Source: an optimization exercise on an open RTL-to-GDS flow (aim: small area, a short achievable clock period and few clock cycles). Production flows keep margins and buffers that such runs may drop. In this exercise RTL edits were held to simulation tests only and were not proved equivalent to the original. Power figures rest on the tool's default switching activity, not on a simulated workload.

==> flow/design.v (outline; a module is shown in full before it is edited, if it fits) <==
// module kenc: 29 lines
// module mac_pp_rows: 661 lines
// module mac_rows2: 102 lines
// module cnn_layer_top: 302 lines
module cnn_layer_top (
    input  wire                   CLK,
    input  wire                   reset_i,
    input  wire                   start_i,
    output logic                  done_o,
    output logic                  wb_cyc_o,
    output logic                  wb_stb_o,
    output logic                  wb_we_o,
    output cnn_pkg::addr_t        wb_adr_o,
    output cnn_pkg::pixel_t       wb_dat_o,
    input  wire cnn_pkg::pixel_t  wb_dat_i,
    input  wire                   wb_ack_i
);
  // ...
==> flow/flow/run.sh <==
#!/bin/bash
# Layout flow: the standard ORFS flow, with two changes that leave the
# clock period and constraints as they are: timing repair aims at a setup
# slack of 7.3 ns, and the port buffers are buf_4 cells.
set -euo pipefail
bash standard.sh SETUP_SLACK_MARGIN=7.3 "BUFFER_PORTS_ARGS=-buffer_cell sky130_fd_sc_hd__buf_4" finish > standard.log 2>&1
==> flow/standard.sh <==
#!/bin/bash
# synth_recipe.tcl (not shown) runs the flow's synth.tcl, then flattens the netlist and writes it again
# the make line also repeats each setting of config.mk as NAME=value (left out here)
make -C /OpenROAD-flow-scripts/flow DESIGN_CONFIG=/design/flow/config.mk WORK_HOME=/design/flow/orfs CLKGATE_MAP_FILE= SYNTH_SCRIPT=/design/flow/synth_recipe.tcl "${@:-finish}"
==> flow/config.mk <==
export PLATFORM = sky130hd
export DESIGN_NAME = cnn_layer_top
export DESIGN_NICKNAME = cnn_layer_top
export VERILOG_FILES = /design/flow/design.v
export SDC_FILE = /design/flow/constraint.sdc
export NUM_CORES = 4
export LEC_CHECK = 0
export CAP_MARGIN = 20
export CORE_MARGIN = 2
export CORE_UTILIZATION = 40
export CTS_CLUSTER_DIAMETER = 120
export CTS_CLUSTER_SIZE = 25
export SLEW_MARGIN = 20
export TNS_END_PERCENT = 5
==> flow/constraint.sdc <==
create_clock -name core_clock -period 11.0 [get_ports {CLK}]
set_input_delay 2.2000 -clock core_clock [delete_from_list [all_inputs] [get_ports {CLK}]]
set_output_delay 2.2000 -clock core_clock [all_outputs]
set_load 0.01 [all_outputs]
==> notes.md, run 1 <==
| Parameter | Value |
|---|---|
| Result of the run | timing/DRC/antenna clean |
| Number of flip-flops in the largest register | 144 |
| Met2 usage in global routing | 29.2% |
| Drt via density | 5.37 |
| Clock tree from TritonCTS | built |
| Crit Reg-Reg Endpoint | r1_q[48]$_DFF_P_ |
| Clock distribution power | 0.00161 W |
| Leading cell type in the layout, fill and taps excluded | sky130_fd_sc_hd__edfxtp_1 |
| Proportion of layout cells with a drive suffix above 1 | 10.2% |
| Root buffer selected by CTS | sky130_fd_sc_hd__clkbuf_16 |
| Min-delay worst type | register to register |
| Number of inverters outside the clock class in the layout | 182 |
| Sequential cell count | 777 |
| Summed negative setup slack over all endpoints | 0 ps |
| Worst-skew pair later-pin latency | 640 ps |
| Non-clock buffer count | 130 |
| Net count of the finished layout | 3,123 |
| Met1 global-route usage | 27.7% |
| Maximum operating frequency | 267 MHz |
| Number of rows created at floorplan | 112 |
| Multi-input logic portion of the cell area | 36.6% |
| Per-instance average area after synthesis | 13.4 µm² |
| TritonCTS sink count | 777 |
| Internal cell power | 0.00690 W |
| Pre-CTS setup slack | 6800 ps |
| Final period utilization | 34.0% |
| Largest cells by area after synthesis | sky130_fd_sc_hd__edfxtp_1 (47%), sky130_fd_sc_hd__dfxtp_1 (10%), sky130_fd_sc_hd__fa_1 (9.1%), sky130_fd_sc_hd__a22oi_1 (4.6%), sky130_fd_sc_hd__ha_1 (4.2%) |
| Area of the core | 92,900 µm² |
| Final max-slew violation count | 0 |
| Die span in x | 310 µm |
| Maximum number of pins on one net before global-route repair | 97 |
| Startpoint kind of the worst setup timing path | register |
| Wire length of the first global-routing pass | 138,000 µm |
| Setup slack of the critical path after layout | 7260 ps |
| Final Core Density | 43.8% |
| Dominant delay contributor by cell family on the critical path | adder cells |
| Number of endpoints failing setup at the final stage | 0 |
Testbench counts, summed over its fixed seeds: cycles 11,552.
==> inputs of run 2 (changes only) <==
--- a/flow/config.mk
+++ b/flow/config.mk
@@ -12,3 +12,3 @@
 export CTS_CLUSTER_SIZE = 25
 export SLEW_MARGIN = 20
-export TNS_END_PERCENT = 5
+export TNS_END_PERCENT = 25
==> run 2 against run 1 <==
Power up 4.6%. Cell count about the same. Sequential power about the same. Via count down 0.30%. Register-to-register slack about the same. Largest power group unchanged. Die area unchanged. Non-clock buffer count up 1. Worst hold slack worse by 17 ps. Count of clock-buffer cells in the layout down 1. Global-route usage down 0.077 points.
==> notes.md, run 2 <==
| Parameter | Value | Delta |
|---|---|---|
| Maximum number of pins on one net before global-route repair | 97 | unchanged |
| Area delta synth->final | 9.27% | was 8.85% |
| CP peak stage delay | 540 ps | was 550 ps |
| Async SR Flop Fraction | 0% | unchanged |
| Most area-hungry cell type in the Yosys netlist | sky130_fd_sc_hd__edfxtp_1 | unchanged |
| Met2 usage in global routing | 29.4% | was 29.2% |
| Aggregate global-route resource usage | 18.9% | was 19.0% |
| Initial standard-cell utilization of the core | 40.2% | unchanged |
| Final GP Congestion | 0.909 | was 0.934 |
| Summed negative setup slack over all endpoints | 0 ps | unchanged |
| Top library cells by usage in the layout, fill and taps aside | sky130_fd_sc_hd__edfxtp_1 (583), sky130_fd_sc_hd__a22oi_1 (215), sky130_fd_sc_hd__inv_1 (175) | was sky130_fd_sc_hd__edfxtp_1 (583), sky130_fd_sc_hd__a22oi_1 (212), sky130_fd_sc_hd__inv_1 (174) |
| Leading cell type in the layout, fill and taps excluded | sky130_fd_sc_hd__edfxtp_1 | unchanged |
| DRT Pass-1 Iters | 5 | was 7 |
| Antenna violations before repair | 1 | was 2 |
| Final worst hold slack | 333 ps | was 350 ps |
| Slowest stage cell, crit path | sky130_fd_sc_hd__edfxtp_1 | unchanged |
| Area of the core | 92,900 µm² | unchanged |
| Maximum operating frequency | 268 MHz | was 267 MHz |
| Critical Path Most Common Cell | sky130_fd_sc_hd__fa_1 | unchanged |
| Drt via density | 5.35 | was 5.37 |
| Met3 layer usage reported by global route | 2.86% | was 3.59% |
| Power density over cell area | 298 nW/µm² | was 286 nW/µm² |
| Final period utilization | 33.9% | was 34.0% |
| EDFF count, synth | 583 | unchanged |
| Wire length of the first global-routing pass | 138,000 µm | about the same |
| Most frequently used flop master after synthesis | sky130_fd_sc_hd__edfxtp_1 | unchanged |
| WP data required | 11,470 ps | was 11,490 ps |
| Proportion of synthesized chip area in sequential cells | 57.2% | unchanged |
| Netlist cell types | 69 | unchanged |
| Slew of the pin with the lowest slew margin | 1120 ps | was 1100 ps |
| Top cell type's share of synthesized area | 46.8% | unchanged |
| Total number of vias | 21,900 | was 22,000 |
| Sum of net half-perimeters after detailed placement | 64,300 µm | was 64,500 µm |
| Highest fanout seen on the critical path | 6 | was 4 |
| Worst Setup Path Type | register to register | unchanged |
| Met1 global-route usage | 28.1% | was 27.7% |
| Rel. slew slack | 25.6% | was 26.4% |
| Via count of the first global-routing pass | 21,900 | about the same |
| Total standard cell area after synthesis | 37,400 µm² | unchanged |
| Number of remaining DRC errors | 0 | unchanged |
| Root buffer selected by CTS | sky130_fd_sc_hd__clkbuf_16 | unchanged |
| Clock tree from TritonCTS | built | unchanged |
| Result of the run | timing/DRC/antenna clean | unchanged |
| Total Die Area | 95,900 µm² | unchanged |
| Largest registers ranked by flip-flop count | kq (144), f1_q (128), f2_q (128) | unchanged |
| Initial detailed-routing violation count | 2,076 | was 1,924 |
| Total detailed-routing wirelength | 92,000 µm | about the same |
| Most frequent cells after synthesis | sky130_fd_sc_hd__edfxtp_1 (583), sky130_fd_sc_hd__a22oi_1 (227), sky130_fd_sc_hd__dfxtp_1 (194), sky130_fd_sc_hd__inv_1 (177), sky130_fd_sc_hd__xnor2_1 (173) | unchanged |
| Min-delay worst type | register to register | unchanged |
| Dominant cell by count in the synthesized netlist | sky130_fd_sc_hd__edfxtp_1 | unchanged |
| Ordered list of cells on the worst path | buf_4, a22oi_1, xnor2_1, fa_1, fa_1, fa_1, inv_1, fa_1, inv_1, fa_1 | was a22oi_1, xnor2_1, fa_1, fa_1, fa_1, inv_1, fa_1, inv_1, fa_1 |
| Final non-filler cell total | 4,093 | was 4,090 |
| Clock skew | 31.6 ps | was 35.5 ps |
| Max-cap viol count | 0 | unchanged |
| Number of fillers in the final layout | 8,424 | was 8,421 |
| Number of rows created at floorplan | 112 | unchanged |
| Net count of the finished layout | 3,124 | was 3,123 |
| Startpoint kind of the worst setup timing path | register | unchanged |
| Warning count from the yosys run | 20 | unchanged |
| Clock-pin slew of the registers on the worst-case setup and hold paths | 100 ps | was 110 ps |
| Total placed cells including tap cells | 3,956 | unchanged |
| Final max-slew violation count | 0 | unchanged |
| Chip height | 310 µm | unchanged |
| Worst-skew pair later-pin latency | 610 ps | was 640 ps |
| I/O Buffers | 46 | unchanged |
| Number of cells produced by synthesis | 2,787 | unchanged |
| Count of antenna-violating nets left after detailed routing | 0 | unchanged |
| Unrepaired setup endpoints after global routing | true | unchanged |
| Leak pwr | 14.9 nW | about the same |
| Number of buffers on the longest clock path | 3 | unchanged |
| Total clock buffers created by CTS | 37 | unchanged |
| Worst ir drop on vdd | 598 µV | was 519 µV |
| Largest cells by area after synthesis | sky130_fd_sc_hd__edfxtp_1 (47%), sky130_fd_sc_hd__dfxtp_1 (10%), sky130_fd_sc_hd__fa_1 (9.1%), sky130_fd_sc_hd__a22oi_1 (4.6%), sky130_fd_sc_hd__ha_1 (4.2%) | unchanged |
| Register bit total from synthesis | 777 | unchanged |
| Number of endpoints with negative hold slack in the final report | 0 | unchanged |
| I/O pin count | 56 | unchanged |
| Crit. End Element | register | unchanged |
| Global route total overflow | 0 | unchanged |
| Die span in x | 310 µm | unchanged |
| Critical path data arrival time | 4190 ps | was 4230 ps |
| Proportion of layout cells with a drive suffix above 1 | 10.7% | was 10.2% |
| Most utilized layer in the global route result | met2 | unchanged |
| Tmin final | 3730 ps | was 3740 ps |
| Number of endpoints failing setup at the final stage | 0 | unchanged |
| Number of levels the H-tree was split into | 2 | unchanged |
| Largest register by flop count | kq | unchanged |
| Per-instance average area after synthesis | 13.4 µm² | unchanged |
| TritonCTS sink count | 777 | unchanged |
| Number of flip-flops in the largest register | 144 | unchanged |
| DR WL/cell | 22.5 µm | about the same |
run 2: cell counts after synthesis:
Identical to the previous run, type by type.
run 2: path summary, 6_finish.rpt:
| kind | from | end | slack [ps] | cells past startpoint |
|---|---|---|---|---|
| hold reg to reg | ad_q[1]$_DFF_P_ | r1_q[4]$_DFF_P_ | 330 | 0 |
| hold / removal | ad_q[1]$_DFF_P_ | r1_q[4]$_DFF_P_ | 330 | 0 |
| setup / recovery | p2_q[7]$_DFFE_PP_ | r1_q[52]$_DFF_P_ | 7270 | 10 |
| setup reg to reg | p2_q[7]$_DFFE_PP_ | r1_q[52]$_DFF_P_ | 7270 | 10 |
run 2: where the power goes:
part           switching (W)  internal [W]  total, W
clock               0.000937      0.000682   0.00162
combinational        0.00380       0.00270   0.00650
sequential          0.000231       0.00382   0.00405
run 2: cells by family after synthesis:
family | share of synthesized area, %
and+or+nand+nor | 4.54
AOI/OAI and AO/OA | 10.2
muxes | 3.68
adders and majority gates | 13.3
xor gates and xnor gates | 7.36
other | 0.0100
DFF | 57.2
buffers and inverters | 3.68
run 2: through the flow:
stage                     util, %  total power, W  instance area, µm²  setup WS [ps]
final                        44.0          0.0122               40900           7270
after floorplan                 -         0.00755               37400           7060
after detailed placement     41.8         0.00980               38800           6940
after CTS                    43.5          0.0120               40500           7230
after global placement       41.8         0.00972               38800           6930
after global routing         44.0          0.0130               40900           7160
run 2: cell type report:
class	instances	area (µm²)	area share, %
flip-flops and latches	777	21400	52.5
clock inverters	6	118	0.288
inverters	181	683	1.67
well taps	1254	1570	3.84
repair buffers	131	1040	2.56
clock buffers	62	1020	2.50
multi-input cells	1679	15000	36.6
diodes	2	5.00	0.0123
repair inverters	1	5.00	0.0123
run 2: worst max-delay path: cells and delay by family (launching register included):
| family | cells | cell delay, ps |
|---|---|---|
| buffers and inverters | 3 | 300 |
| adder cells (fa/ha/maj) | 5 | 2440 |
| AO/OA/AOI/OAI | 1 | 200 |
| flip-flops | 1 | 540 |
| XOR/XNOR | 1 | 110 |
run 2: timing repair:
item	4_1_cts	5_1_grt
pin swaps	4	20
endpoints found under the setup margin	59	67
hold buffers	0	0
setup buffers	47	18
resized for setup	41	49
cloned	0	2
run 2: routing by layer:
| metal | wire [µm] | vias up |
|---|---|---|
| met3 | 5900 | 112 |
| met5 | 0 | - |
| met2 | 42300 | 698 |
| met1 | 42000 | 11100 |
| met4 | 1800 | 0 |
| li1 | - | 9953 |
==> inputs of run 3 (changes only) <==
--- a/flow/config.mk
+++ b/flow/config.mk
@@ -6,4 +6,5 @@
 export NUM_CORES = 4
 export LEC_CHECK = 0
+export ABC_AREA = 1
 export CAP_MARGIN = 20
 export CORE_MARGIN = 2
@@ -12,3 +13,2 @@
 export CTS_CLUSTER_SIZE = 25
 export SLEW_MARGIN = 20
-export TNS_END_PERCENT = 25
==> run 3 against run 2 <==
Still clean. Via count increased by 12%. Die area increased by 2.4%. Worst setup slack got worse by 22 ps. Non-clock buffer count decreased by 12. First-iteration DRC count increased by 20%. Critical path depth increased by 11. Cell area increased by 2.5%. Flip-flop and latch count unchanged. Maximum frequency decreased by 0.59%. Critical path type unchanged. Critical endpoint is now r1_q[60]$_DFF_P_.
==> notes.md, run 3 <==
| Parameter | Value | Delta |
|---|---|---|
| Result of the run | timing/DRC/antenna clean | unchanged |
| Number of levels the H-tree was split into | 2 | unchanged |
| Proportion of layout cells with a drive suffix above 1 | 11.2% | was 10.7% |
| Cell area reported after detailed placement | 39,800 µm² | was 38,800 µm² |
| Largest cells by area after synthesis | sky130_fd_sc_hd__edfxtp_1 (46%), sky130_fd_sc_hd__dfxtp_1 (10%), sky130_fd_sc_hd__fa_1 (8.9%), sky130_fd_sc_hd__nand2_1 (5.3%), sky130_fd_sc_hd__xor2_1 (5.3%) | was sky130_fd_sc_hd__edfxtp_1 (47%), sky130_fd_sc_hd__dfxtp_1 (10%), sky130_fd_sc_hd__fa_1 (9.1%), sky130_fd_sc_hd__a22oi_1 (4.6%), sky130_fd_sc_hd__ha_1 (4.2%) |
| Crit. End Element | register | unchanged |
| Slew of the pin with the lowest slew margin | 1160 ps | was 1120 ps |
| Total number of vias | 24,400 | was 21,900 |
| Part of the total power dissipated in combinational logic | 50.6% | was 53.4% |
| Number of buffers on the longest clock path | 3 | unchanged |
| Rel. slew slack | 22.0% | was 25.6% |
| EDFF count, synth | 583 | unchanged |
| Proportion of power drawn by flip-flops and latches | 35.1% | was 33.3% |
| Netlist cell types | 62 | was 69 |
| I/O Buffers | 46 | unchanged |
| Leading cell type in the layout, fill and taps excluded | sky130_fd_sc_hd__edfxtp_1 | unchanged |
| Number of endpoints failing setup at the final stage | 0 | unchanged |
| Highest fanout seen on the critical path | 8 | was 6 |
| Dominant cell by count in the synthesized netlist | sky130_fd_sc_hd__edfxtp_1 | unchanged |
| Leak pwr | 16.4 nW | was 14.9 nW |
| Power density over cell area | 270 nW/µm² | was 298 nW/µm² |
| Startpoint kind of the worst setup timing path | register | unchanged |
| Top cell type's share of synthesized area | 45.7% | was 46.8% |
| Largest registers ranked by flip-flop count | kq (144), f1_q (128), f2_q (128) | unchanged |
| Number of cells produced by synthesis | 3,395 | was 2,787 |
| Total Die Area | 98,200 µm² | was 95,900 µm² |
| Dominant delay contributor by cell family on the critical path | simple AND/OR/NAND/NOR gates | was adder cells |
| Async SR Flop Fraction | 0% | unchanged |
| Via count of the first global-routing pass | 23,700 | was 21,900 |
| Largest register by flop count | kq | unchanged |
| Total standard cell area after synthesis | 38,300 µm² | was 37,400 µm² |
| Min-delay worst type | register to register | unchanged |
| Clock-pin slew of the registers on the worst-case setup and hold paths | 100 ps | about the same |
| Die span in x | 313 µm | was 310 µm |
| Fraction of power consumed by the clock network | 14.3% | was 13.3% |
| I/O pin count | 56 | unchanged |
| Maximum operating frequency | 267 MHz | was 268 MHz |
| Aggregate global-route resource usage | 19.7% | was 18.9% |
| Most frequently used flop master after synthesis | sky130_fd_sc_hd__edfxtp_1 | unchanged |
| Sum of net half-perimeters after detailed placement | 70,700 µm | was 64,300 µm |
| Number of fillers in the final layout | 8,837 | was 8,424 |
| Final GP Congestion | 0.906 | was 0.909 |
| Internal cell power | 0.00641 W | was 0.00720 W |
| Antenna violations before repair | 2 | was 1 |
| Tmin final | 3750 ps | was 3730 ps |
| Total detailed-routing wirelength | 97,400 µm | was 92,000 µm |
| Final max-slew violation count | 0 | unchanged |
| Proportion of synthesized chip area in sequential cells | 55.9% | was 57.2% |
| Net count of the finished layout | 3,757 | was 3,124 |
| Summed negative setup slack over all endpoints | 0 ps | unchanged |
| Critical path data arrival time | 4260 ps | was 4190 ps |
| Final Core Density | 44.1% | was 44.0% |
| Warning count from the yosys run | 20 | unchanged |
| Critical Path Most Common Cell | sky130_fd_sc_hd__nand2_1 | was sky130_fd_sc_hd__fa_1 |
| Max-cap viol count | 0 | unchanged |
| Register bit total from synthesis | 777 | unchanged |
| Number of rows created at floorplan | 113 | was 112 |
| CP peak stage delay | 590 ps | was 540 ps |
| Worst-skew pair later-pin latency | 630 ps | was 610 ps |
| Storage cell area | 21,400 µm² | unchanged |
| DRT Pass-1 Iters | 5 | unchanged |
| Worst ir drop on vdd | 584 µV | was 598 µV |
| Number of endpoints with negative hold slack in the final report | 0 | unchanged |
| Chip height | 313 µm | was 310 µm |
| Wire length of the first global-routing pass | 147,000 µm | was 138,000 µm |
| Total clock buffers created by CTS | 37 | unchanged |
| Sw Share | 43.3% | was 40.8% |
| Number of flip-flops in the largest register | 144 | unchanged |
| TritonCTS sink count | 777 | unchanged |
| Ordered list of cells on the worst path | inv_1, o22ai_1, xor2_1, fa_1, inv_1, fa_1, or2_2, nand2_1, nand2_1, nand2_1, nand3_1, nand2_1, nand2_1, nand2_1, inv_1, nand2_1, nand3_1, nand2_1, inv_1, nand2_1, nand2_1 | was buf_4, a22oi_1, xnor2_1, fa_1, fa_1, fa_1, inv_1, fa_1, inv_1, fa_1 |
| Initial detailed-routing violation count | 2,482 | was 2,076 |
| Global route total overflow | 0 | unchanged |
| WP data required | 11,510 ps | was 11,470 ps |
| Most area-hungry cell type in the Yosys netlist | sky130_fd_sc_hd__edfxtp_1 | unchanged |
| Area occupied by multi-input gates | 15,000 µm² | about the same |
| Maximum number of pins on one net before global-route repair | 95 | was 97 |
| Drt via density | 5.16 | was 5.35 |
| Most frequent cells after synthesis | sky130_fd_sc_hd__edfxtp_1 (583), sky130_fd_sc_hd__nand2_1 (543), sky130_fd_sc_hd__inv_1 (404), sky130_fd_sc_hd__xor2_1 (232), sky130_fd_sc_hd__dfxtp_1 (194) | was sky130_fd_sc_hd__edfxtp_1 (583), sky130_fd_sc_hd__a22oi_1 (227), sky130_fd_sc_hd__dfxtp_1 (194), sky130_fd_sc_hd__inv_1 (177), sky130_fd_sc_hd__xnor2_1 (173) |
| Worst Setup Path Type | register to register | unchanged |
| Area delta synth->final | 9.35% | was 9.27% |
| Per-instance average area after synthesis | 11.3 µm² | was 13.4 µm² |
| Initial standard-cell utilization of the core | 40.4% | was 40.2% |
| Design Area, Final | 41,900 µm² | was 40,900 µm² |
| Area of the core | 94,900 µm² | was 92,900 µm² |
| DR WL/cell | 20.6 µm | was 22.5 µm |
| Number of remaining DRC errors | 0 | unchanged |
| Clock skew | 31.5 ps | was 31.6 ps |
| Unrepaired setup endpoints after global routing | true | unchanged |
| Root buffer selected by CTS | sky130_fd_sc_hd__clkbuf_16 | unchanged |
| Buffering stage count on the worst path with inverters included | 4 | was 3 |
| Final period utilization | 34.1% | was 33.9% |
| Top library cells by usage in the layout, fill and taps aside | sky130_fd_sc_hd__edfxtp_1 (583), sky130_fd_sc_hd__nand2_1 (540), sky130_fd_sc_hd__inv_1 (363) | was sky130_fd_sc_hd__edfxtp_1 (583), sky130_fd_sc_hd__a22oi_1 (215), sky130_fd_sc_hd__inv_1 (175) |
| Count of antenna-violating nets left after detailed routing | 0 | unchanged |
| Power dissipated by switching net loads | 0.00489 W | was 0.00497 W |
| Clock tree from TritonCTS | built | unchanged |
| Slowest stage cell, crit path | sky130_fd_sc_hd__edfxtp_1 | unchanged |
run 3: cell count changes in the layout (fill, tap and decap cells not counted), moves of 51 or more:
cell	change
sky130_fd_sc_hd__nand2_1	+414
sky130_fd_sc_hd__a22oi_1	-215
sky130_fd_sc_hd__inv_1	+188
sky130_fd_sc_hd__xnor2_1	-139
sky130_fd_sc_hd__o22ai_1	+138
sky130_fd_sc_hd__mux2i_1	-111
sky130_fd_sc_hd__nand3_1	+95
sky130_fd_sc_hd__xor2_1	+91
sky130_fd_sc_hd__nor2_1	+66
sky130_fd_sc_hd__a21o_1	-51
run 3: worst paths after layout:
kind,from,endpoint,slack [ps],cells past startpoint
hold / removal,f2_q[4][8]$_DFFE_PP_,f2_q[3][8]$_DFFE_PP_,410,0
hold reg to reg,f2_q[4][8]$_DFFE_PP_,f2_q[3][8]$_DFFE_PP_,410,0
setup / recovery,p0_q[7]$_DFFE_PP_,r1_q[60]$_DFF_P_,7250,21
setup reg to reg,p0_q[7]$_DFFE_PP_,r1_q[60]$_DFF_P_,7250,21
run 3: layout make-up:
| cell class | instances | share of cell area, % |
|---|---|---|
| well taps | 1265 | 3.78 |
| diodes | 1 | 0.00598 |
| inverters | 443 | 4.26 |
| repair buffers | 119 | 2.23 |
| clock buffers | 63 | 2.47 |
| flip-flops and latches | 777 | 51.2 |
| multi-input cells | 2063 | 35.8 |
| clock inverters | 5 | 0.218 |
run 3: power by group through the flow:
stage,clock network (W),registers [W],logic (W)
6_report,0.00161,0.00397,0.00572
3_3_place_gp,0,0.00402,0.00547
2_1_floorplan,0,0.00395,0.00336
5_1_grt,0.00175,0.00399,0.00642
3_5_place_dp,0,0.00403,0.00553
4_1_cts,0.00166,0.00396,0.00556
run 3: metrics by stage:
step                worst slack (ps)  power (W)  instances  hold WS, ps
floorplan                       7290    0.00731       3403          310
global placement                7110    0.00949       4609          391
detailed placement              7100    0.00956       4609          391
CTS                             7260     0.0112       4694          399
global route                    7030     0.0122       4735          416
finish                          7250     0.0113       4736          411
run 3: logic make-up after synthesis:
family	synth area share, %
AO/OA/AOI/OAI	8.94
XOR/XNOR	6.04
adder cells (fa/ha/maj)	13.0
buffers and inverters	5.81
flip-flops	55.9
multiplexers	0.222
other	0.00979
AND/OR/NAND/NOR	10.1
run 3: per-layer routing:
metal / wire length, µm / global-route usage [%] / up-vias
met2: 43600 / 30.6 / 757
met3: 6310 / 2.76 / 132
li1: - / - / 11600
met1: 45200 / 29.3 / 12000
met4: 2300 / 4.31 / 0
met5: 0 / 0 / -
run 3: timing repair:
action / 4_1_cts / 5_1_grt
hold endpoints to repair: 0 / 0
hold buffers: 0 / 0
pin swaps: 0 / 41
setup endpoints to repair: 16 / 62
gates resized for setup: 35 / 121
setup buffers: 17 / 40
==> inputs of run 4 (changes only) <==
--- a/flow/config.mk
+++ b/flow/config.mk
@@ -6,5 +6,4 @@
 export NUM_CORES = 4
 export LEC_CHECK = 0
-export ABC_AREA = 1
 export CAP_MARGIN = 20
 export CORE_MARGIN = 2
==> run 4 against run 3 <==
Non-clock buffer count is 11 higher. Clock power hardly changed. Power up 7.6%. Sequential share of layout area grew 1.3 points. Register-to-register slack gained 90 ps. Worst setup slack improved by 94 ps. Global-route usage shrank 0.67 points. First-iteration DRC count is 16% lower. Critical path depth fell by 12. Maximum frequency increased by 2.6%. Sequential power rose by 2%. Critical path type unchanged. Critical endpoint is now r1_q[56]$_DFF_P_.
==> notes.md, run 4 <==
| Parameter | Value | Delta |
|---|---|---|
| Result of the run | timing/DRC/antenna clean | unchanged |
| Aggregate global-route resource usage | 19.0% | was 19.7% |
| Xor/xnor cell area share of the yosys netlist | 7.36% | was 6.04% |
| Total clock buffers created by CTS | 37 | unchanged |
| Most area-hungry cell type in the Yosys netlist | sky130_fd_sc_hd__edfxtp_1 | unchanged |
| Proportion of layout cells with a drive suffix above 1 | 10.9% | was 11.2% |
| Leak pwr | 14.9 nW | was 16.4 nW |
| Fraction of power consumed by the clock network | 13.2% | was 14.3% |
| Area occupied by multi-input gates | 15,000 µm² | about the same |
| Synth Area in Compound Gates | 10.2% | was 8.94% |
| Setup slack, reg-to-reg | 7350 ps | was 7250 ps |
| Part of the total power dissipated in combinational logic | 53.5% | was 50.6% |
| Largest registers ranked by flip-flop count | kq (144), f1_q (128), f2_q (128) | unchanged |
| Dominant cell by count in the synthesized netlist | sky130_fd_sc_hd__edfxtp_1 | unchanged |
| Die span in x | 310 µm | was 313 µm |
| Internal cell power | 0.00716 W | was 0.00641 W |
| Initial standard-cell utilization of the core | 40.2% | was 40.4% |
| Rel. slew slack | 29.2% | was 22.0% |
| Number of fillers in the final layout | 8,397 | was 8,837 |
| Clock skew | 39.0 ps | was 31.5 ps |
| Root buffer selected by CTS | sky130_fd_sc_hd__clkbuf_16 | unchanged |
| Worst ir drop on vdd | 485 µV | was 584 µV |
| Async SR Flop Fraction | 0% | unchanged |
| Proportion of power drawn by flip-flops and latches | 33.3% | was 35.1% |
| DRT Pass-1 Iters | 6 | was 5 |
| WP data required | 11,530 ps | was 11,510 ps |
| Top cell type's share of synthesized area | 46.8% | was 45.7% |
| Startpoint kind of the worst setup timing path | register | unchanged |
| Storage cell area | 21,500 µm² | was 21,400 µm² |
| Top library cells by usage in the layout, fill and taps aside | sky130_fd_sc_hd__edfxtp_1 (583), sky130_fd_sc_hd__a22oi_1 (213), sky130_fd_sc_hd__inv_1 (173) | was sky130_fd_sc_hd__edfxtp_1 (583), sky130_fd_sc_hd__nand2_1 (540), sky130_fd_sc_hd__inv_1 (363) |
| Global route total overflow | 0 | unchanged |
| Area of the core | 92,900 µm² | was 94,900 µm² |
| Via count of the first global-routing pass | 21,700 | was 23,700 |
| Total standard cell area after synthesis | 37,400 µm² | was 38,300 µm² |
| Final max-slew violation count | 0 | unchanged |
| Leading cell type in the layout, fill and taps excluded | sky130_fd_sc_hd__edfxtp_1 | unchanged |
| DR WL/cell | 22.7 µm | was 20.6 µm |
| Power dissipated by switching net loads | 0.00500 W | was 0.00489 W |
| Launching point of the worst reg2reg path | p2_q[8]$_DFFE_PP_ | was p0_q[7]$_DFFE_PP_ |
| Final GP Congestion | 0.904 | was 0.906 |
| Slew of the pin with the lowest slew margin | 1060 ps | was 1160 ps |
| Mux share of post-synthesis cell area | 3.68% | was 0.222% |
| Area delta synth->final | 9.14% | was 9.35% |
| Unrepaired setup endpoints after global routing | true | unchanged |
| Maximum number of pins on one net before global-route repair | 97 | was 95 |
| Wire length of the first global-routing pass | 138,000 µm | was 147,000 µm |
| Crit. End Element | register | unchanged |
| Count of hold-fix buffers inserted at cts | 0 | unchanged |
| Number of diodes added for antenna fixing | 0 | was 1 |
| Drt via density | 5.36 | was 5.16 |
| Number of endpoints failing setup at the final stage | 0 | unchanged |
| Startpoint of the tightest hold check path | ad_q[1]$_DFF_P_ | was f2_q[4][8]$_DFFE_PP_ |
| EDFF count, synth | 583 | unchanged |
| Number of endpoints with negative hold slack in the final report | 0 | unchanged |
| Most frequently used flop master after synthesis | sky130_fd_sc_hd__edfxtp_1 | unchanged |
| Sum of net half-perimeters after detailed placement | 64,300 µm | was 70,700 µm |
| Antenna violations before repair | 1 | was 2 |
| Number of flip-flops in the largest register | 144 | unchanged |
| Worst Setup Path Type | register to register | unchanged |
| Clock tree from TritonCTS | built | unchanged |
| Number of rows created at floorplan | 112 | was 113 |
| TritonCTS sink count | 777 | unchanged |
| Initial detailed-routing violation count | 2,074 | was 2,482 |
| Total detailed-routing wirelength | 92,800 µm | was 97,400 µm |
| Tmin final | 3650 ps | was 3750 ps |
| Netlist cell types | 69 | was 62 |
| Power density over cell area | 298 nW/µm² | was 270 nW/µm² |
| Clock-pin slew of the registers on the worst-case setup and hold paths | 110 ps | was 100 ps |
| Max-cap viol count | 0 | unchanged |
| Register bit total from synthesis | 777 | unchanged |
| Simple-Gate Fraction of Synth Area | 4.54% | was 10.1% |
| Sw Share | 41.1% | was 43.3% |
| Total Die Area | 95,900 µm² | was 98,200 µm² |
| Number of remaining DRC errors | 0 | unchanged |
| I/O pin count | 56 | unchanged |
| I/O Buffers | 46 | unchanged |
| Total number of vias | 21,900 | was 24,400 |
| Most frequent cells after synthesis | sky130_fd_sc_hd__edfxtp_1 (583), sky130_fd_sc_hd__a22oi_1 (227), sky130_fd_sc_hd__dfxtp_1 (194), sky130_fd_sc_hd__inv_1 (177), sky130_fd_sc_hd__xnor2_1 (173) | was sky130_fd_sc_hd__edfxtp_1 (583), sky130_fd_sc_hd__nand2_1 (543), sky130_fd_sc_hd__inv_1 (404), sky130_fd_sc_hd__xor2_1 (232), sky130_fd_sc_hd__dfxtp_1 (194) |
| Per-instance average area after synthesis | 13.4 µm² | was 11.3 µm² |
| Proportion of synthesized chip area in sequential cells | 57.2% | was 55.9% |
| Critical path data arrival time | 4190 ps | was 4260 ps |
| Chip height | 310 µm | was 313 µm |
| Final non-filler cell total | 4,090 | was 4,736 |
| Area share of fa/ha/maj cells after synthesis | 13.3% | was 13.0% |
| Crit Reg-Reg Endpoint | r1_q[56]$_DFF_P_ | was r1_q[60]$_DFF_P_ |
| Final period utilization | 33.2% | was 34.1% |
| Largest family of logic cells by synthesized area | adder cells | unchanged |
| Net count of the finished layout | 3,123 | was 3,757 |
| Min-Delay Path Depth | 0 | unchanged |
| Warning count from the yosys run | 20 | unchanged |
| Terminating pin of the worst hold path | r1_q[4]$_DFF_P_ | was f2_q[3][8]$_DFFE_PP_ |
| Number of buffers on the longest clock path | 3 | unchanged |
| Number of cells produced by synthesis | 2,787 | was 3,395 |
| Largest register by flop count | kq | unchanged |
| Register-to-Register Path Depth | 9 | was 21 |
| Min-delay worst type | register to register | unchanged |
| Largest cells by area after synthesis | sky130_fd_sc_hd__edfxtp_1 (47%), sky130_fd_sc_hd__dfxtp_1 (10%), sky130_fd_sc_hd__fa_1 (9.1%), sky130_fd_sc_hd__a22oi_1 (4.6%), sky130_fd_sc_hd__ha_1 (4.2%) | was sky130_fd_sc_hd__edfxtp_1 (46%), sky130_fd_sc_hd__dfxtp_1 (10%), sky130_fd_sc_hd__fa_1 (8.9%), sky130_fd_sc_hd__nand2_1 (5.3%), sky130_fd_sc_hd__xor2_1 (5.3%) |
| Highest fanout seen on the critical path | 8 | unchanged |
| Summed negative setup slack over all endpoints | 0 ps | unchanged |
| Number of levels the H-tree was split into | 2 | unchanged |
| Total placed cells including tap cells | 3,956 | was 4,609 |
| Worst-skew pair later-pin latency | 620 ps | was 630 ps |
| Count of antenna-violating nets left after detailed routing | 0 | unchanged |
| Maximum operating frequency | 274 MHz | was 267 MHz |
-- run 4: critical path, stage by stage, from the launching register on --
cell and delay, ps:
sky130_fd_sc_hd__edfxtp_1 610, sky130_fd_sc_hd__a22oi_2 150, sky130_fd_sc_hd__xnor2_1 240, sky130_fd_sc_hd__fa_1 470, sky130_fd_sc_hd__fa_1 520, sky130_fd_sc_hd__inv_1 50, sky130_fd_sc_hd__fa_1 420, sky130_fd_sc_hd__fa_1 550
sky130_fd_sc_hd__inv_1 50, sky130_fd_sc_hd__fa_1 520
-- run 4: metrics by stage --
step                utilization, %  hold slack (ps)  total power (W)  cell area [µm²]  setup WS (ps)
floorplan                        -              310          0.00755            37400           7310
global placement              41.8              324          0.00975            38800           6960
detailed placement            41.8              324          0.00984            38800           6920
CTS                           43.4              357           0.0120            40400           7260
global route                  43.9              361           0.0130            40800           7230
finish                        43.9              356           0.0122            40800           7350
-- run 4: worst max path at each step --
stage,from,end,slack [ps],cells past startpoint
finish,p2_q[8]$_DFFE_PP_,r1_q[56]$_DFF_P_,7350,9
global placement,r1_q[4]$_DFF_P_,dat_q[12]$_DFFE_PP_,6960,13
detailed placement,r1_q[4]$_DFF_P_,dat_q[12]$_DFFE_PP_,6920,13
CTS,r1_q[4]$_DFF_P_,dat_q[13]$_DFFE_PP_,7260,13
global route,p2_q[8]$_DFFE_PP_,r1_q[52]$_DFF_P_,7230,9
floorplan,kn_q[0][0]$_DFF_P_,r1_q[52]$_DFF_P_,7310,10
-- run 4: what timing repair did --
action,in CTS,in global routing
setup buffers,38,26
gates cloned,0,2
hold endpoints to repair,0,0
setup endpoints to repair,65,65
pin swaps,3,29
resized for setup,41,58
-- run 4: cell type report --
cell class / instances / share of cell area [%]
repair buffers: 130 / 2.50
repair inverters: 1 / 0.0123
clock buffers: 62 / 2.50
inverters: 181 / 1.67
well taps: 1254 / 3.84
flip-flops and latches: 777 / 52.6
clock inverters: 6 / 0.227
multi-input cells: 1679 / 36.7
-- run 4: metal layers --
metal / part of all wire, % / track usage, % / vias to the layer above
li1: - / - / 9965
met1: 46 / 28.5 / 11100
met2: 46 / 29.1 / 717
met3: 6.3 / 2.75 / 122
met4: 2.2 / 4.63 / 2
met5: 0.014 / 0 / -
-- run 4: cells by family (layout without fill, tap and decap cells) --
kind of cell	after synthesis	in the layout
buffers and inverters	340	380
AO/OA/AOI/OAI	563	564
adder cells (fa/ha/maj)	297	297
other	1	9
flip-flops	777	777
multiplexers	135	135
XOR/XNOR	314	314
AND/OR/NAND/NOR	360	360
-- run 4: power by group through the flow --
| stage | logic [W] | clock network, W | registers [W] |
|---|---|---|---|
| 3_5_place_dp | 0.00571 | 0 | 0.00412 |
| 6_report | 0.00651 | 0.00160 | 0.00405 |
| 4_1_cts | 0.00629 | 0.00165 | 0.00405 |
| 3_3_place_gp | 0.00563 | 0 | 0.00412 |
| 5_1_grt | 0.00719 | 0.00174 | 0.00407 |
| 2_1_floorplan | 0.00358 | 0 | 0.00397 |
==> inputs of run 5 (changes only) <==
--- a/flow/config.mk
+++ b/flow/config.mk
@@ -9,5 +9,5 @@
 export CORE_MARGIN = 2
 export CORE_UTILIZATION = 40
-export CTS_CLUSTER_DIAMETER = 120
-export CTS_CLUSTER_SIZE = 25
+export CTS_CLUSTER_DIAMETER = 100
+export CTS_CLUSTER_SIZE = 20
 export SLEW_MARGIN = 20
==> run 5 against run 4 <==
Core utilization grew 0.31 points. Die area is the same. Sequential power is essentially flat. First-iteration DRC count grew 5.8%. Combinational power shrank 3.1%. Critical path depth grew 1. Cell area grew 0.70%. Global-route usage grew 0.054 points. Area after synthesis is the same. Routed wire length is essentially flat. Via count shrank 0.16%. Sequential share of layout area shrank 0.37 points. Largest power group unchanged. Highest routed layer is now met4.
==> notes.md, run 5 <==
| Parameter | Value | Delta |
|---|---|---|
| Startpoint kind of the worst setup timing path | register | unchanged |
| Slew of the pin with the lowest slew margin | 1060 ps | about the same |
| Per-instance average area after synthesis | 13.4 µm² | unchanged |
| Dominant cell by count in the synthesized netlist | sky130_fd_sc_hd__edfxtp_1 | unchanged |
| Drt via density | 5.33 | was 5.36 |
| Maximum number of pins on one net before global-route repair | 97 | unchanged |
| Register-to-Register Path Depth | 10 | was 9 |
| Most area-hungry cell type in the Yosys netlist | sky130_fd_sc_hd__edfxtp_1 | unchanged |
| Critical path data arrival time | 4300 ps | was 4190 ps |
| Min-delay worst type | register to register | unchanged |
| Final GP Congestion | 0.904 | unchanged |
| Worst ir drop on vdd | 527 µV | was 485 µV |
| Unrepaired setup endpoints after global routing | true | unchanged |
| Top library cells by usage in the layout, fill and taps aside | sky130_fd_sc_hd__edfxtp_1 (583), sky130_fd_sc_hd__a22oi_1 (211), sky130_fd_sc_hd__inv_1 (173) | was sky130_fd_sc_hd__edfxtp_1 (583), sky130_fd_sc_hd__a22oi_1 (213), sky130_fd_sc_hd__inv_1 (173) |
| Number of rows created at floorplan | 112 | unchanged |
| Wire length on met1 | 42,700 µm | about the same |
| WP data required | 11,570 ps | was 11,530 ps |
| Leak pwr | 15.1 nW | was 14.9 nW |
| Uppermost metal layer occupied by signal nets | met4 | was met5 |
| Worst-skew pair later-pin latency | 660 ps | was 620 ps |
| Summed negative setup slack over all endpoints | 0 ps | unchanged |
| Number of buffers on the longest clock path | 3 | unchanged |
| Total clock buffers created by CTS | 45 | was 37 |
| Wire length on met3 | 5570 µm | was 5810 µm |
| Synth Area in Compound Gates | 10.2% | unchanged |
| Initial detailed-routing violation count | 2,195 | was 2,074 |
| TritonCTS sink count | 777 | unchanged |
| Largest registers ranked by flip-flop count | kq (144), f1_q (128), f2_q (128) | unchanged |
| EDFF count, synth | 583 | unchanged |
| Total standard cell area after synthesis | 37,400 µm² | unchanged |
| Top cell type's share of synthesized area | 46.8% | unchanged |
| Via count of the first global-routing pass | 21,700 | about the same |
| Result of the run | timing/DRC/antenna clean | unchanged |
| Routed wl met2 | 42,500 µm | was 42,300 µm |
| Total detailed-routing wirelength | 92,800 µm | about the same |
| Largest cells by area after synthesis | sky130_fd_sc_hd__edfxtp_1 (47%), sky130_fd_sc_hd__dfxtp_1 (10%), sky130_fd_sc_hd__fa_1 (9.1%), sky130_fd_sc_hd__a22oi_1 (4.6%), sky130_fd_sc_hd__ha_1 (4.2%) | unchanged |
| Proportion of layout cells with a drive suffix above 1 | 11.3% | was 10.9% |
| Tmin final | 3730 ps | was 3650 ps |
| Total number of vias | 21,900 | about the same |
| Initial standard-cell utilization of the core | 40.2% | unchanged |
| Min-Delay Path Depth | 0 | unchanged |
| Number of levels the H-tree was split into | 2 | unchanged |
| Clock-pin slew of the registers on the worst-case setup and hold paths | 100 ps | was 110 ps |
| Net count of the finished layout | 3,132 | was 3,123 |
| I/O Buffers | 46 | unchanged |
| Final Core Density | 44.2% | was 43.9% |
| Async SR Flop Fraction | 0% | unchanged |
| Mux share of post-synthesis cell area | 3.68% | unchanged |
| Clock tree from TritonCTS | built | unchanged |
| Count of antenna-violating nets left after detailed routing | 0 | unchanged |
| Wire length of the first global-routing pass | 138,000 µm | about the same |
| Root buffer selected by CTS | sky130_fd_sc_hd__clkbuf_16 | unchanged |
| Number of endpoints failing setup at the final stage | 0 | unchanged |
| Rel. slew slack | 29.5% | was 29.2% |
| Warning count from the yosys run | 20 | unchanged |
| Highest fanout seen on the critical path | 7 | was 8 |
| Worst Setup Path Type | register to register | unchanged |
| Power density over cell area | 296 nW/µm² | was 298 nW/µm² |
| Number of flip-flops in the largest register | 144 | unchanged |
| Netlist cell types | 69 | unchanged |
| Antenna violations before repair | 0 | was 1 |
| Total Die Area | 95,900 µm² | unchanged |
| Global route total overflow | 0 | unchanged |
| Largest family of logic cells by synthesized area | adder cells | unchanged |
| Maximum operating frequency | 268 MHz | was 274 MHz |
| I/O pin count | 56 | unchanged |
| Proportion of synthesized chip area in sequential cells | 57.2% | unchanged |
| Xor/xnor cell area share of the yosys netlist | 7.36% | unchanged |
| Chip height | 310 µm | unchanged |
| Die span in x | 310 µm | unchanged |
| Leading cell type in the layout, fill and taps excluded | sky130_fd_sc_hd__edfxtp_1 | unchanged |
| DR WL/cell | 22.6 µm | was 22.7 µm |
| Final max-slew violation count | 0 | unchanged |
| Largest register by flop count | kq | unchanged |
| Area occupied by multi-input gates | 15,000 µm² | about the same |
| Most frequently used flop master after synthesis | sky130_fd_sc_hd__edfxtp_1 | unchanged |
| Number of cells produced by synthesis | 2,787 | unchanged |
| DRT Pass-1 Iters | 6 | unchanged |
| Register bit total from synthesis | 777 | unchanged |
| Area delta synth->final | 9.90% | was 9.14% |
| Number of fillers in the final layout | 8,372 | was 8,397 |
| Max-cap viol count | 0 | unchanged |
| Number of diodes added for antenna fixing | 0 | unchanged |
| Clock skew | 41.1 ps | was 39.0 ps |
| Simple-Gate Fraction of Synth Area | 4.54% | unchanged |
| Most frequent cells after synthesis | sky130_fd_sc_hd__edfxtp_1 (583), sky130_fd_sc_hd__a22oi_1 (227), sky130_fd_sc_hd__dfxtp_1 (194), sky130_fd_sc_hd__inv_1 (177), sky130_fd_sc_hd__xnor2_1 (173) | unchanged |
| Number of endpoints with negative hold slack in the final report | 0 | unchanged |
| Crit. End Element | register | unchanged |
| Area share of fa/ha/maj cells after synthesis | 13.3% | unchanged |
| Number of remaining DRC errors | 0 | unchanged |
| Storage cell area | 21,500 µm² | about the same |
| Final period utilization | 33.9% | was 33.2% |
| Sum of net half-perimeters after detailed placement | 64,300 µm | unchanged |
| Area of the core | 92,900 µm² | unchanged |
| Aggregate global-route resource usage | 19.1% | was 19.0% |
## run 5: cell counts after synthesis
No cell type changed its count.
## run 5: worst paths after layout
check,startpoint,end,slack [ps]
setup / recovery,p2_q[7]$_DFFE_PP_,r1_q[48]$_DFF_P_,7270
setup reg to reg,p2_q[7]$_DFFE_PP_,r1_q[48]$_DFF_P_,7270
hold reg to reg,ad_q[0]$_DFF_P_,r1_q[1]$_DFF_P_,360
hold / removal,ad_q[0]$_DFF_P_,r1_q[1]$_DFF_P_,360
## run 5: what timing repair did
action | 4_1_cts | 5_1_grt
pin swaps | 2 | 30
cloned | 0 | 2
setup buffers | 33 | 32
endpoints found under the setup margin | 64 | 72
gates resized for setup | 36 | 66
hold buffers | 0 | 0
## run 5: logic make-up (layout without fill, tap and decap cells)
kind of cell | Yosys count | in the layout
AO/OA/AOI/OAI | 563 | 564
XOR/XNOR | 314 | 314
adder cells (fa/ha/maj) | 297 | 297
buffers and inverters | 340 | 396
flip-flops | 777 | 777
multiplexers | 135 | 135
other | 1 | 9
AND/OR/NAND/NOR | 360 | 360
## run 5: layout make-up
cell class | instances | area share [%]
clock buffer | 77 | 3.06
clock inverter | 6 | 0.262
inverter | 181 | 1.66
multi-input combinational | 1679 | 36.5
sequential | 777 | 52.2
tap | 1254 | 3.82
timing repair buffer | 131 | 2.52
timing repair inverter | 1 | 0.0122
## run 5: routing by layer
metal | track usage (%) | vias to the layer above
li1 | - | 9981
met1 | 28.5 | 11100
met2 | 29.1 | 703
met3 | 2.86 | 113
met4 | 4.91 | 0
met5 | 0 | -
## run 5: worst max-delay path, stage by stage (launching register included)
cell and delay [ps]:
sky130_fd_sc_hd__edfxtp_1 540, sky130_fd_sc_hd__buf_4 200, sky130_fd_sc_hd__a22oi_2 190, sky130_fd_sc_hd__xnor2_1 130
sky130_fd_sc_hd__fa_2 530, sky130_fd_sc_hd__inv_1 50, sky130_fd_sc_hd__fa_1 490, sky130_fd_sc_hd__fa_1 490
sky130_fd_sc_hd__inv_1 50, sky130_fd_sc_hd__fa_1 460, sky130_fd_sc_hd__fa_1 530
## run 5: per-stage QoR
step	setup WS (ps)	total power (W)	area (µm²)	instances	hold slack, ps
3_5_place_dp	6920	0.00984	38800	3956	324
5_1_grt	7150	0.0130	41100	4106	361
6_report	7270	0.0121	41100	4106	362
4_1_cts	7180	0.0120	40600	4072	360
2_1_floorplan	7310	0.00755	37400	2795	310
3_3_place_gp	6960	0.00975	38800	3956	324
## run 5: power by group
group          switching [W]  leakage (nW)  internal [W]
logic                0.00375          7.51       0.00256
clock network       0.000991         0.644      0.000800
registers           0.000234          6.90       0.00382
==> inputs of run 6 (changes only) <==
==> flow/flow/run.sh (replaced) <==
#!/bin/bash
# Layout flow: the standard ORFS flow, with two changes that leave the
# clock period and constraints as they are: timing repair aims at a setup
# slack of 7.5 ns, and the port buffers are buf_4 cells.
set -euo pipefail
bash standard.sh SETUP_SLACK_MARGIN=7.5 "BUFFER_PORTS_ARGS=-buffer_cell sky130_fd_sc_hd__buf_4" finish > standard.log 2>&1
--- a/flow/config.mk
+++ b/flow/config.mk
@@ -6,8 +6,9 @@
 export NUM_CORES = 4
 export LEC_CHECK = 0
+export ABC_AREA = 1
 export CAP_MARGIN = 20
 export CORE_MARGIN = 2
 export CORE_UTILIZATION = 40
-export CTS_CLUSTER_DIAMETER = 100
-export CTS_CLUSTER_SIZE = 20
+export CTS_CLUSTER_DIAMETER = 120
+export CTS_CLUSTER_SIZE = 25
 export SLEW_MARGIN = 20
==> run 6 against run 5 <==
Still clean on timing, DRC and antenna. Register-to-register slack gained 40 ps. First-iteration DRC count up 14%. Sequential power shrank 2%. Combinational power fell by 5.1%. Critical path depth is 4 higher. Routed wire length increased by 4.4%. Power is 5.0% lower. Cell count rose by 16%. Core utilization grew 0.17 points. Via count increased by 12%. Non-clock buffer count shrank 4. Global-route usage grew 0.64 points. Critical endpoint is now r1_q[44]$_DFF_P_. Highest routed layer unchanged.
==> notes.md, run 6 <==
| Parameter | Value | Delta |
|---|---|---|
| Number of flip-flops in the largest register | 144 | unchanged |
| Count of hold-fix buffers inserted at cts | 0 | unchanged |
| Sum of net half-perimeters after detailed placement | 70,500 µm | was 64,300 µm |
| Unrepaired setup endpoints after global routing | true | unchanged |
| Number of endpoints failing setup at the final stage | 0 | unchanged |
| Slew of the pin with the lowest slew margin | 978 ps | was 1060 ps |
| Maximum number of pins on one net before global-route repair | 75 | was 97 |
| DRT Pass-1 Iters | 7 | was 6 |
| Dominant delay contributor by cell family on the critical path | adder cells | unchanged |
| Min-Delay Path Depth | 0 | unchanged |
| Worst Setup Path Type | register to register | unchanged |
| Largest register by flop count | kq | unchanged |
| Top cell type's share of synthesized area | 45.7% | was 46.8% |
| Async SR Flop Fraction | 0% | unchanged |
| Root buffer selected by CTS | sky130_fd_sc_hd__clkbuf_16 | unchanged |
| Slowest stage cell, crit path | sky130_fd_sc_hd__fa_1 | was sky130_fd_sc_hd__edfxtp_1 |
| Number of levels the H-tree was split into | 2 | unchanged |
| Startpoint kind of the worst setup timing path | register | unchanged |
| Total number of vias | 24,500 | was 21,900 |
| Top library cells by usage in the layout, fill and taps aside | sky130_fd_sc_hd__edfxtp_1 (583), sky130_fd_sc_hd__nand2_1 (536), sky130_fd_sc_hd__inv_1 (359) | was sky130_fd_sc_hd__edfxtp_1 (583), sky130_fd_sc_hd__a22oi_1 (211), sky130_fd_sc_hd__inv_1 (173) |
| Launching instance or port of the critical path | ko_q[0][1]$_DFF_P_ | was p2_q[7]$_DFFE_PP_ |
| I/O pin count | 56 | unchanged |
| Clock-pin slew of the registers on the worst-case setup and hold paths | 110 ps | was 100 ps |
| Aggregate global-route resource usage | 19.7% | was 19.1% |
| Rel. slew slack | 34.8% | was 29.5% |
| Final period utilization | 33.6% | was 33.9% |
| Cell area reported after detailed placement | 39,900 µm² | was 38,800 µm² |
| Final max-slew violation count | 0 | unchanged |
| Number of cells produced by synthesis | 3,395 | was 2,787 |
| Number of remaining DRC errors | 0 | unchanged |
| Clock skew | 22.0 ps | was 41.1 ps |
| Setup slack, reg-to-reg | 7310 ps | was 7270 ps |
| DR WL/cell | 20.4 µm | was 22.6 µm |
| Buffering stage count on the worst path with inverters included | 7 | was 3 |
| Area of the core | 94,900 µm² | was 92,900 µm² |
| Number of buffers on the longest clock path | 3 | unchanged |
| Number of rows created at floorplan | 113 | was 112 |
| I/O Buffers | 46 | unchanged |
| Net count of the finished layout | 3,765 | was 3,132 |
| Startpoint of the tightest hold check path | f2_q[5][4]$_DFFE_PP_ | was ad_q[0]$_DFF_P_ |
| Most frequently used flop master after synthesis | sky130_fd_sc_hd__edfxtp_1 | unchanged |
| Per-instance average area after synthesis | 11.3 µm² | was 13.4 µm² |
| Most area-hungry cell type in the Yosys netlist | sky130_fd_sc_hd__edfxtp_1 | unchanged |
| Result of the run | timing/DRC/antenna clean | unchanged |
| EDFF count, synth | 583 | unchanged |
| Worst-skew pair later-pin latency | 620 ps | was 660 ps |
| Maximum operating frequency | 271 MHz | was 268 MHz |
| Area occupied by multi-input gates | 15,200 µm² | was 15,000 µm² |
| Power density over cell area | 274 nW/µm² | was 296 nW/µm² |
| Chip height | 313 µm | was 310 µm |
| Count of antenna-violating nets left after detailed routing | 0 | unchanged |
| Max-cap viol count | 0 | unchanged |
| Global route total overflow | 0 | unchanged |
| Clock tree from TritonCTS | built | unchanged |
| Register bit total from synthesis | 777 | unchanged |
| Total detailed-routing wirelength | 96,900 µm | was 92,800 µm |
| Tot Pwr | 0.0115 W | was 0.0121 W |
| Area delta synth->final | 10.0% | was 9.90% |
| Wire length of the first global-routing pass | 147,000 µm | was 138,000 µm |
| Die span in x | 313 µm | was 310 µm |
| Critical path data arrival time | 4250 ps | was 4300 ps |
| Initial standard-cell utilization of the core | 40.4% | was 40.2% |
| Antenna violations before repair | 1 | was 0 |
| Via count of the first global-routing pass | 23,900 | was 21,700 |
| Largest cells by area after synthesis | sky130_fd_sc_hd__edfxtp_1 (46%), sky130_fd_sc_hd__dfxtp_1 (10%), sky130_fd_sc_hd__fa_1 (8.9%), sky130_fd_sc_hd__nand2_1 (5.3%), sky130_fd_sc_hd__xor2_1 (5.3%) | was sky130_fd_sc_hd__edfxtp_1 (47%), sky130_fd_sc_hd__dfxtp_1 (10%), sky130_fd_sc_hd__fa_1 (9.1%), sky130_fd_sc_hd__a22oi_1 (4.6%), sky130_fd_sc_hd__ha_1 (4.2%) |
| Leading cell type in the layout, fill and taps excluded | sky130_fd_sc_hd__edfxtp_1 | unchanged |
| Total clock buffers created by CTS | 37 | was 45 |
| CP peak stage delay | 550 ps | was 540 ps |
| Final GP Congestion | 0.923 | was 0.904 |
| WP data required | 11,550 ps | was 11,570 ps |
| Summed negative setup slack over all endpoints | 0 ps | unchanged |
| Initial detailed-routing violation count | 2,511 | was 2,195 |
| Crit path depth | 14 | was 10 |
| Ordered list of cells on the worst path | clkinvlp_4, buf_6, buf_6, buf_6, o22ai_4, xor2_2, fa_1, inv_2, ha_4, inv_4, fa_1, fa_2, inv_2, fa_2 | was buf_4, a22oi_2, xnor2_1, fa_2, inv_1, fa_1, fa_1, inv_1, fa_1, fa_1 |
| Launching point of the worst reg2reg path | ko_q[0][1]$_DFF_P_ | was p2_q[7]$_DFFE_PP_ |
| Tmin final | 3690 ps | was 3730 ps |
| Drt via density | 5.16 | was 5.33 |
| Total Die Area | 98,200 µm² | was 95,900 µm² |
| Most frequent cells after synthesis | sky130_fd_sc_hd__edfxtp_1 (583), sky130_fd_sc_hd__nand2_1 (543), sky130_fd_sc_hd__inv_1 (404), sky130_fd_sc_hd__xor2_1 (232), sky130_fd_sc_hd__dfxtp_1 (194) | was sky130_fd_sc_hd__edfxtp_1 (583), sky130_fd_sc_hd__a22oi_1 (227), sky130_fd_sc_hd__dfxtp_1 (194), sky130_fd_sc_hd__inv_1 (177), sky130_fd_sc_hd__xnor2_1 (173) |
| Proportion of synthesized chip area in sequential cells | 55.9% | was 57.2% |
| Dominant cell by count in the synthesized netlist | sky130_fd_sc_hd__edfxtp_1 | unchanged |
| Worst ir drop on vdd | 423 µV | was 527 µV |
| Leak pwr | 16.5 nW | was 15.1 nW |
| Total standard cell area after synthesis | 38,300 µm² | was 37,400 µm² |
| Warning count from the yosys run | 20 | unchanged |
| Largest registers ranked by flip-flop count | kq (144), f1_q (128), f2_q (128) | unchanged |
| Crit. End Element | register | unchanged |
| Storage cell area | 21,400 µm² | was 21,500 µm² |
| Number of endpoints with negative hold slack in the final report | 0 | unchanged |
| Highest fanout seen on the critical path | 5 | was 7 |
| TritonCTS sink count | 777 | unchanged |
| Netlist cell types | 62 | was 69 |
| Number of fillers in the final layout | 8,818 | was 8,372 |
| Min-delay worst type | register to register | unchanged |
| Design Area, Final | 42,100 µm² | was 41,100 µm² |
| Critical Path Most Common Cell | sky130_fd_sc_hd__buf_6 | was sky130_fd_sc_hd__fa_1 |
| Register-to-Register Path Depth | 14 | was 10 |
| Proportion of layout cells with a drive suffix above 1 | 12.1% | was 11.3% |
## run 6: final cells by class
class | count | area share, %
Clock inverter | 6 | 0.229
Antenna cell | 1 | 0.00594
Sequential cell | 777 | 50.9
Inverter | 443 | 4.21
Timing Repair Buffer | 127 | 2.35
Clock buffer | 62 | 2.42
Tap cell | 1265 | 3.76
Multi-Input combinational cell | 2063 | 36.1
## run 6: metrics by stage
step / hold slack (ps) / instances / util [%] / setup WS (ps)
after global placement: 398 / 4610 / 42.0 / 7160
after floorplan: 310 / 3403 / - / 7410
after global routing: 424 / 4743 / 44.4 / 7210
after CTS: 417 / 4719 / 43.8 / 7340
final: 420 / 4744 / 44.4 / 7310
after detailed placement: 386 / 4610 / 42.0 / 7150
## run 6: path summary, 6_finish.rpt
check | end
hold reg to reg | f2_q[4][4]$_DFFE_PP_
setup reg to reg | r1_q[44]$_DFF_P_
hold / removal | f2_q[4][4]$_DFFE_PP_
setup / recovery | r1_q[44]$_DFF_P_
## run 6: logic make-up after synthesis
kind of cell | after synthesis | synth area share, %
flip-flops | 777 | 55.9
other | 1 | 0.00979
AO/OA/AOI/OAI | 569 | 8.94
adder cells (fa/ha/maj) | 296 | 13.0
AND/OR/NAND/NOR | 917 | 10.1
buffers and inverters | 563 | 5.81
XOR/XNOR | 264 | 6.04
multiplexers | 8 | 0.222
## run 6: layer usage
| metal | global-route usage [%] | wire, µm | vias to the layer above |
|---|---|---|---|
| met4 | 4.64 | 2260 | 0 |
| met2 | 30.7 | 43500 | 725 |
| met5 | 0 | 0 | - |
| met3 | 1.96 | 5510 | 120 |
| li1 | - | - | 11600 |
| met1 | 29.7 | 45500 | 12100 |
## run 6: power by group
group / total, W / switching [W] / leakage [nW] / internal [W]
logic: 0.00599 / 0.00383 / 9.10 / 0.00216
registers: 0.00395 / 0.000155 / 6.89 / 0.00380
clock network: 0.00160 / 0.000941 / 0.525 / 0.000660
total: 0.0115 / 0.00493 / 16.5 / 0.00662
## run 6: what timing repair did
| item | CTS | global route |
|---|---|---|
| endpoints found under the setup margin | 62 | 57 |
| gates resized for setup | 93 | 96 |
| pin swaps | 29 | 28 |
| buffers inserted | 41 | 24 |

-- static timing again, ports no longer ideal --
The results above use ideal ports. As a check the final layouts listed here were re-extracted and re-timed, cells and wires unchanged.
Step 1: set_driving_cell puts a clkbuf_16 on CLK and a buf_2 on each other input, an assumption about the parent block.
Step 2 adds t to the input delays and takes it off the output delays; t is the mean of the earliest and latest rising clock arrival at the registers after step 1. Input paths then give back, and output paths get back, about the clock's delay inside the block.
a / b / c = ideal / step 1 / step 2; a / b = the first two.
| run | t (ns) | slack for setup (ns) | worst setup path at the end | worst register clock-pin slew, ns |
|---|---|---|---|---|
| run 1 | 0.679 | 7.260 / 7.260 / 6.936 | input to register | 0.11 / 0.11 |
| run 2 | 0.664 | 7.274 / 7.274 / 6.986 | input to register | 0.11 / 0.11 |
| run 3 | 0.683 | 7.252 / 7.252 / 7.173 | input to register | 0.11 / 0.11 |
| run 4 | 0.662 | 7.346 / 7.346 / 7.059 | input to register | 0.12 / 0.12 |
| run 5 | 0.698 | 7.269 / 7.269 / 7.066 | input to register | 0.10 / 0.10 |
| run 6 | 0.669 | 7.307 / 7.307 / 7.202 | input to register | 0.11 / 0.11 |
After both steps setup and hold are still met in every run listed. The setup slack of run 1, which loses most, moves by 0.000 ns with the drivers and by -0.324 ns with both steps.
